What follows belongs to an exercise in optimizing a design on an open flow for small area and a short achievable clock period; a production flow would make more cautious choices.
The RTL was checked by simulation tests, not by an equivalence proof against the original design.
Power and IR drop assume default switching activity.

**design/flow/constraint.sdc**
```tcl
create_clock -name core_clock -period 6.5 [get_ports {clk}]
set_input_delay 1.3000 -clock core_clock [delete_from_list [all_inputs] [get_ports {clk}]]
set_output_delay 1.3000 -clock core_clock [all_outputs]
set_load 0.01 [all_outputs]
```
**design/flow/config.mk**
```make
export PLATFORM = sky130hd
export DESIGN_NAME = dmem_bytelane
export DESIGN_NICKNAME = dmem_bytelane
export VERILOG_FILES = /design/flow/design.v
export SDC_FILE = /design/flow/constraint.sdc
export NUM_CORES = 4
export LEC_CHECK = 0
export CAP_MARGIN = 20
export CORE_MARGIN = 2
export CORE_UTILIZATION = 45
export PLACE_DENSITY = 0.6
export SLEW_MARGIN = 20
```
**design/flow/run.sh**
```bash
#!/bin/bash
# synth_recipe.tcl (not shown) runs the flow's synth.tcl, then flattens the netlist and writes it again
# the make line also repeats each setting of config.mk as NAME=value (left out here)
make -C /OpenROAD-flow-scripts/flow DESIGN_CONFIG=/design/flow/config.mk WORK_HOME=/design/flow/orfs CLKGATE_MAP_FILE= SYNTH_SCRIPT=/design/flow/synth_recipe.tcl finish
```
**design/flow/design.v**
```verilog
module dmem_bytelane #(
    parameter int ADDR_WIDTH = 32,
    parameter int MEM_WORDS  = 128,
    parameter int LATENCY    = 1
) (
    input  logic                  clk,
    input  logic                  rst_n,
    input  logic                  req,
    input  logic                  we,
    input  logic [1:0]            size,
    input  logic                  sign_ext,
    input  logic [ADDR_WIDTH-1:0] addr,
    input  logic [31:0]           wr_data,
    output logic [31:0]           rd_data,
    output logic                  busy,
    output logic                  done,
    output logic                  err
);
    localparam int         IDX_W = $clog2(MEM_WORDS);
    localparam logic [3:0] LAT   = 4'(LATENCY);
    typedef enum logic [1:0] {S_IDLE, S_WAIT, S_RESP} state_t;
    state_t             state_q, state_d;
    logic [3:0]         cnt_q, cnt_d;
    logic               err_q, err_d;
    logic [31:0]        rd_data_q, rd_data_d;
    logic               we_q, we_d;
    logic [1:0]         size_q, size_d;
    logic               sign_q, sign_d;
    logic [IDX_W+1:0]   addr_q, addr_d;
    logic [31:0]        wdata_q, wdata_d;
    logic [31:0]        mem [MEM_WORDS];
    logic               unused_addr_bits;
    assign unused_addr_bits = ^addr[ADDR_WIDTH-1:IDX_W+2];
    logic               can_accept;
    logic               misaligned;
    logic               in_wait;
    logic               do_access;
    logic               mem_we;
    logic               acc_we;
    logic [1:0]         acc_size;
    logic               acc_sign;
    logic [IDX_W+1:0]   acc_addr;
    logic [31:0]        acc_wdata;
    logic [IDX_W-1:0]   acc_idx;
    logic [31:0]        mem_rdata;
    logic [31:0]        shifted;
    logic [15:0]        half_sel;
    logic [31:0]        load_val;
    logic [3:0]         st_be;
    logic [31:0]        st_data;
    assign can_accept = req && (state_q == S_IDLE || state_q == S_RESP);
    assign in_wait    = (state_q == S_WAIT);
    always_comb begin
        misaligned = 1'b0;
        case (size)
            2'b00:   misaligned = 1'b0;
            2'b01:   misaligned = addr[0];
            2'b10:   misaligned = (addr[1:0] != 2'b00);
            default: misaligned = 1'b1;
        endcase
    end
    assign acc_we    = in_wait ? we_q    : we;
    assign acc_size  = in_wait ? size_q  : size;
    assign acc_sign  = in_wait ? sign_q  : sign_ext;
    assign acc_addr  = in_wait ? addr_q  : addr[IDX_W+1:0];
    assign acc_wdata = in_wait ? wdata_q : wr_data;
    assign acc_idx   = acc_addr[IDX_W+1:2];
    assign do_access = (in_wait && cnt_q == 4'd1) ||
                       (can_accept && !misaligned && LATENCY == 0);
    assign mem_we    = do_access && acc_we && rst_n;
    assign mem_rdata = mem[acc_idx];
    assign shifted   = mem_rdata >> {acc_addr[1:0], 3'b000};
    assign half_sel  = acc_addr[1] ? mem_rdata[31:16] : mem_rdata[15:0];
    always_comb begin
        load_val = mem_rdata;
        case (acc_size)
            2'b00:   load_val = {{24{acc_sign & shifted[7]}}, shifted[7:0]};
            2'b01:   load_val = {{16{acc_sign & half_sel[15]}}, half_sel};
            default: load_val = mem_rdata;
        endcase
    end
    always_comb begin
        st_be   = 4'b1111;
        st_data = acc_wdata;
        case (acc_size)
            2'b00: begin
                st_be   = 4'b0001 << acc_addr[1:0];
                st_data = {4{acc_wdata[7:0]}};
            end
            2'b01: begin
                st_be   = acc_addr[1] ? 4'b1100 : 4'b0011;
                st_data = {2{acc_wdata[15:0]}};
            end
            default: begin
                st_be   = 4'b1111;
                st_data = acc_wdata;
            end
        endcase
    end
    always_comb begin
        state_d   = state_q;
        cnt_d     = cnt_q;
        err_d     = 1'b0;
        rd_data_d = rd_data_q;
        we_d      = we_q;
        size_d    = size_q;
        sign_d    = sign_q;
        addr_d    = addr_q;
        wdata_d   = wdata_q;
        case (state_q)
            S_IDLE, S_RESP: begin
                state_d = S_IDLE;
                if (can_accept) begin
                    we_d    = we;
                    size_d  = size;
                    sign_d  = sign_ext;
                    addr_d  = addr[IDX_W+1:0];
                    wdata_d = wr_data;
                    if (misaligned) begin
                        err_d = 1'b1;
                    end else if (LATENCY == 0) begin
                        state_d = S_RESP;
                    end else begin
                        state_d = S_WAIT;
                        cnt_d   = LAT;
                    end
                end
            end
            S_WAIT: begin
                cnt_d = cnt_q - 4'd1;
                if (cnt_q == 4'd1) begin
                    state_d = S_RESP;
                end
            end
            default: state_d = S_IDLE;
        endcase
        if (do_access && !acc_we) begin
            rd_data_d = load_val;
        end
    end
    always_ff @(posedge clk or negedge rst_n) begin
        if (!rst_n) begin
            state_q   <= S_IDLE;
            cnt_q     <= 4'd0;
            err_q     <= 1'b0;
            rd_data_q <= 32'd0;
            we_q      <= 1'b0;
            size_q    <= 2'b00;
            sign_q    <= 1'b0;
            addr_q    <= '0;
            wdata_q   <= 32'd0;
        end else begin
            state_q   <= state_d;
            cnt_q     <= cnt_d;
            err_q     <= err_d;
            rd_data_q <= rd_data_d;
            we_q      <= we_d;
            size_q    <= size_d;
            sign_q    <= sign_d;
            addr_q    <= addr_d;
            wdata_q   <= wdata_d;
        end
    end
    always_ff @(posedge clk) begin
        if (mem_we) begin
            for (int i = 0; i < 4; i++) begin
                if (st_be[i]) begin
                    mem[acc_idx][8*i +: 8] <= st_data[8*i +: 8];
                end
            end
        end
    end
    assign rd_data = rd_data_q;
    assign busy    = (state_q == S_WAIT);
    assign done    = (state_q == S_RESP);
    assign err     = err_q;
endmodule
```
==> impl_metrics.ini <==
[outcome]
status = finished clean

[placement]
dpl.cell_count = 15700
gp_congestion = 0.915
preCtsSetupSlack_ns = 0.232
place_hpwl_um = 355000
io_buffers = 82

[timing]
tightest_slew_ns = 1.18
hold_violations = 0
max_freq_ghz = 0.169
fin_hold_ws_ns = 0.239
slew_violations = 0
slew_headroom_pct = 20.5
clock-skew-final_ns = 0.0659
setup_violations = 0
rsz0062_at_grt = false
layout_setup_ws_ns = 0.571
fin_crit_sh_pct = 91.2
fin_crit_ns = 5.93

[final_layout]
fillers = 28800
final_cell_mix = edfxtp_1, nand2_1, buf_4
mostFrequentLayoutCell = edfxtp_1
nets = 11400
drive_gt1_share_pct = 16.5
multiInputGateArea_mm2 = 0.0327
area_growth_syn_to_layout_pct = 17.0
regArea_mm2 = 0.125
fin_cells = 16500

[setup_path]
cp.arrival_ns = 6.78
crit_top_cell = buf_4
critPathLaunchType = register
path_cells = nand2b_4 -> clkinv_2 -> o31ai_4 -> nand2_4 -> buf_12 -> o221ai_1 -> a2111oi_0 -> buf_4 -> o2111ai_1 -> buf_4 -> nor2_1 -> a21oi_1 -> o211ai_1
cp.required_ns = 7.35
slowest_delay_ns = 0.98
ff2ff_path_depth = 13
critPathMaxFanout = 37
cp-end-kind = register
slowest_stage = o31ai_4
worstSetupPathType = register to register
r2r_slack_ns = 0.57

[power_and_ir_drop]
switching_share_pct = 37.3
vdd_drop_max_uv = 670
p_seq_share_pct = 39.4
p_comb_share_pct = 33.4
power.leakage_nw = 61.5
internal-power_mw = 55.6
p_per_area_mw_per_mm2 = 470
power_frac_clock_pct = 27.2
power.switching_mw = 33.1

[clock_tree]
cts_hold_buf = 0
path_clk_slew_ns = 0.06
cts_inserted_buffers = 425
ctsResizeCount = 0
h-tree-depth = 5
cts_setup_buffers = 0
clockBufferDepth = 4
insertion_delay_ns = 1.01
root_buffer = clkbuf_16
cts_tree = yes
clock_sinks = 4180

[die]
die_height_um = 602
fp-row-count = 219
start_util_pct = 45.2
die_area_mm2 = 0.363
io_pins = 106
core_region_area_mm2 = 0.356
fp.dieW_um = 602

[logic_synthesis]
yosysTopAreaCell = edfxtp_1
syn_area_mm2 = 0.161
synth_edf_count = 4096
netlist_top_cells_area = edfxtp_1, o22ai_1, nand2_1
synthCells = 10500
synth_nets = 10600
yosysTopAreaCellShare_pct = 76.3
ys_warn_count = 1
avgSynthCellArea_um2 = 15.3
ys_types = 82
synth_top_flop_cell = edfxtp_1
synth_seq_cells = 4180
synth-async-reset-ratio_pct = 2.01
yosysSeqAreaShare_pct = 77.6

[min_path]
hp-class = primary input to async pin

[drt]
wire_per_inst_um = 34.6
dr.pass1.iters = 9
drc = 0
drtIter0Drc = 17400
ant_nets = 0
drt-total-wl_um = 570000
vias_per_cell = 6.54
vias = 108000

[grt]
grt_pass1_vias = 102000
gr-usage-all-layers_pct = 30.8
overflow = 0
grt_antenna_before_repair = 41
grt_pass1_wl_um = 795000
grt_max_degree = 129

[job]
cap_viol_max_count = 0
-- cell families after synthesis --
logic type / count (synthesis) / synth area share (%)
xor+xnor: 1 / 0.00544
fa+ha+maj: 2 / 0.0155
mux: 367 / 2.34
simple gates: 2860 / 7.86
compound gates: 2265 / 9.57
flops: 4180 / 77.6
buf+inv: 844 / 2.56
-- registers in the layout, indices dropped and copies added (netlist names) --
register,count
size_q,2
rd_data_q,32
cnt_q,4
wdata_q,32
sign_q,1
err_q,1
state_q,2
addr_q,9
mem,4096
we_q,1
-- critical path, delay by kind of cell (launching register included) --
kind,cells,cell delay (ns)
buffers and inverters,4,1.44
flip-flops,1,0.40
AO/OA/AOI/OAI,6,3.00
AND/OR/NAND/NOR,3,0.89
-- power by group through the flow --
| stage | combinational [mW] | clock, mW | sequential [mW] |
|---|---|---|---|
| 6_report | 29.6 | 24.1 | 35.0 |
| 5_1_grt | 30.1 | 25.2 | 35.0 |
| 4_1_cts | 28.6 | 24.2 | 34.9 |
| 3_5_place_dp | 28.6 | 0 | 35.5 |
| 3_3_place_gp | 28.0 | 0 | 35.5 |
| 2_1_floorplan | 12.8 | 0 | 36.5 |
-- layout make-up --
cell class | instances | area share [%]
flip-flops and latches | 4180 | 66.4
multi-input cells | 5495 | 17.4
clock buffers | 532 | 5.94
repair buffers | 1211 | 5.86
well taps | 4751 | 3.15
clock inverters | 245 | 1.21
inverters | 37 | 0.0863
diodes | 22 | 0.0292
-- synth_stat cells, drive strengths merged, types with 10 or more instances --
cell / number
a22oi: 24
o31a: 10
edfxtp: 4096
o2111ai: 12
a31o: 16
a31oi: 258
a221oi: 28
mux2: 61
or3: 11
nor3: 610
clkbuf: 242
or4: 14
nor4: 47
o22a: 90
nand4: 25
o31ai: 24
a2111oi: 16
a222oi: 25
inv: 37
o221ai: 187
a32o: 45
o21ai: 191
buf: 565
dfrtp: 84
nor2: 274
mux2i: 306
a32oi: 90
o22ai: 869
a211oi: 48
nand2: 1375
o211ai: 27
a21oi: 247
nand3: 397
and3: 51
o41ai: 14
nor2b: 13
-- routing by layer --
layer  track usage (%)  vias to the layer above  wire, um
met5                 0                        -       137
met1              42.4                    55100    211000
met2              46.3                     7930    254000
met3              7.43                     1238     75800
met4              14.2                       16     30000
li1                  -                    43500         -
-- final timing paths --
| kind | start | endpoint |
|---|---|---|
| setup / recovery | state_q[0]$_DFFE_PN0P_ | rd_data_q[0]$_DFFE_PN0P_ |
| hold / removal | rst_n | wdata_q[8]$_DFFE_PN0P_ |
| setup reg to reg | state_q[0]$_DFFE_PN0P_ | rd_data_q[0]$_DFFE_PN0P_ |
| hold reg to reg | wdata_q[31]$_DFFE_PN0P_ | wdata_q[31]$_DFFE_PN0P_ |
| max in group asynchronous | rst_n | rd_data_q[21]$_DFFE_PN0P_ |
| min in group core_clock | wdata_q[31]$_DFFE_PN0P_ | wdata_q[31]$_DFFE_PN0P_ |
-- metrics by stage --
| step | power [mW] | util, % | setup TNS, ns | instance area [um2] |
|---|---|---|---|---|
| floorplan | 49.3 | - | -818.77 | 161000 |
| global placement | 63.5 | 49.1 | 0 | 175000 |
| detailed placement | 64.1 | 49.1 | 0 | 175000 |
| CTS | 87.7 | 52.9 | 0 | 188000 |
| global route | 90.2 | 52.9 | 0 | 188000 |
| finish | 88.7 | 52.9 | 0 | 189000 |

separate check: timing with driven ports:
Ports are ideal in the flow. The routed layout listed here was re-timed in OpenROAD. Step 1 (the two cells are an assumption about what drives the block):
set clk [get_ports {clk}]
set_driving_cell -lib_cell sky130_fd_sc_hd__clkbuf_16 $clk
set_driving_cell -lib_cell sky130_fd_sc_hd__buf_2 [delete_from_list [all_inputs] $clk]
Step 2 also shifts input and output timing later by t, the mid clock arrival at the registers, as if the neighbouring blocks saw the same clock. Slacks: no drivers / after step 1 / after step 2; pairs: no drivers / after step 1.
t, ns: 1.087
setup slack, ns: 0.571 / 0.571 / 0.022
worst data-port slew with drivers (ns): 0.20
cell pins on the clock port's net: 1
After both steps this run still meets setup and hold. The setup slack of this run moves by 0.000 ns with the drivers and by -0.549 ns with both steps.
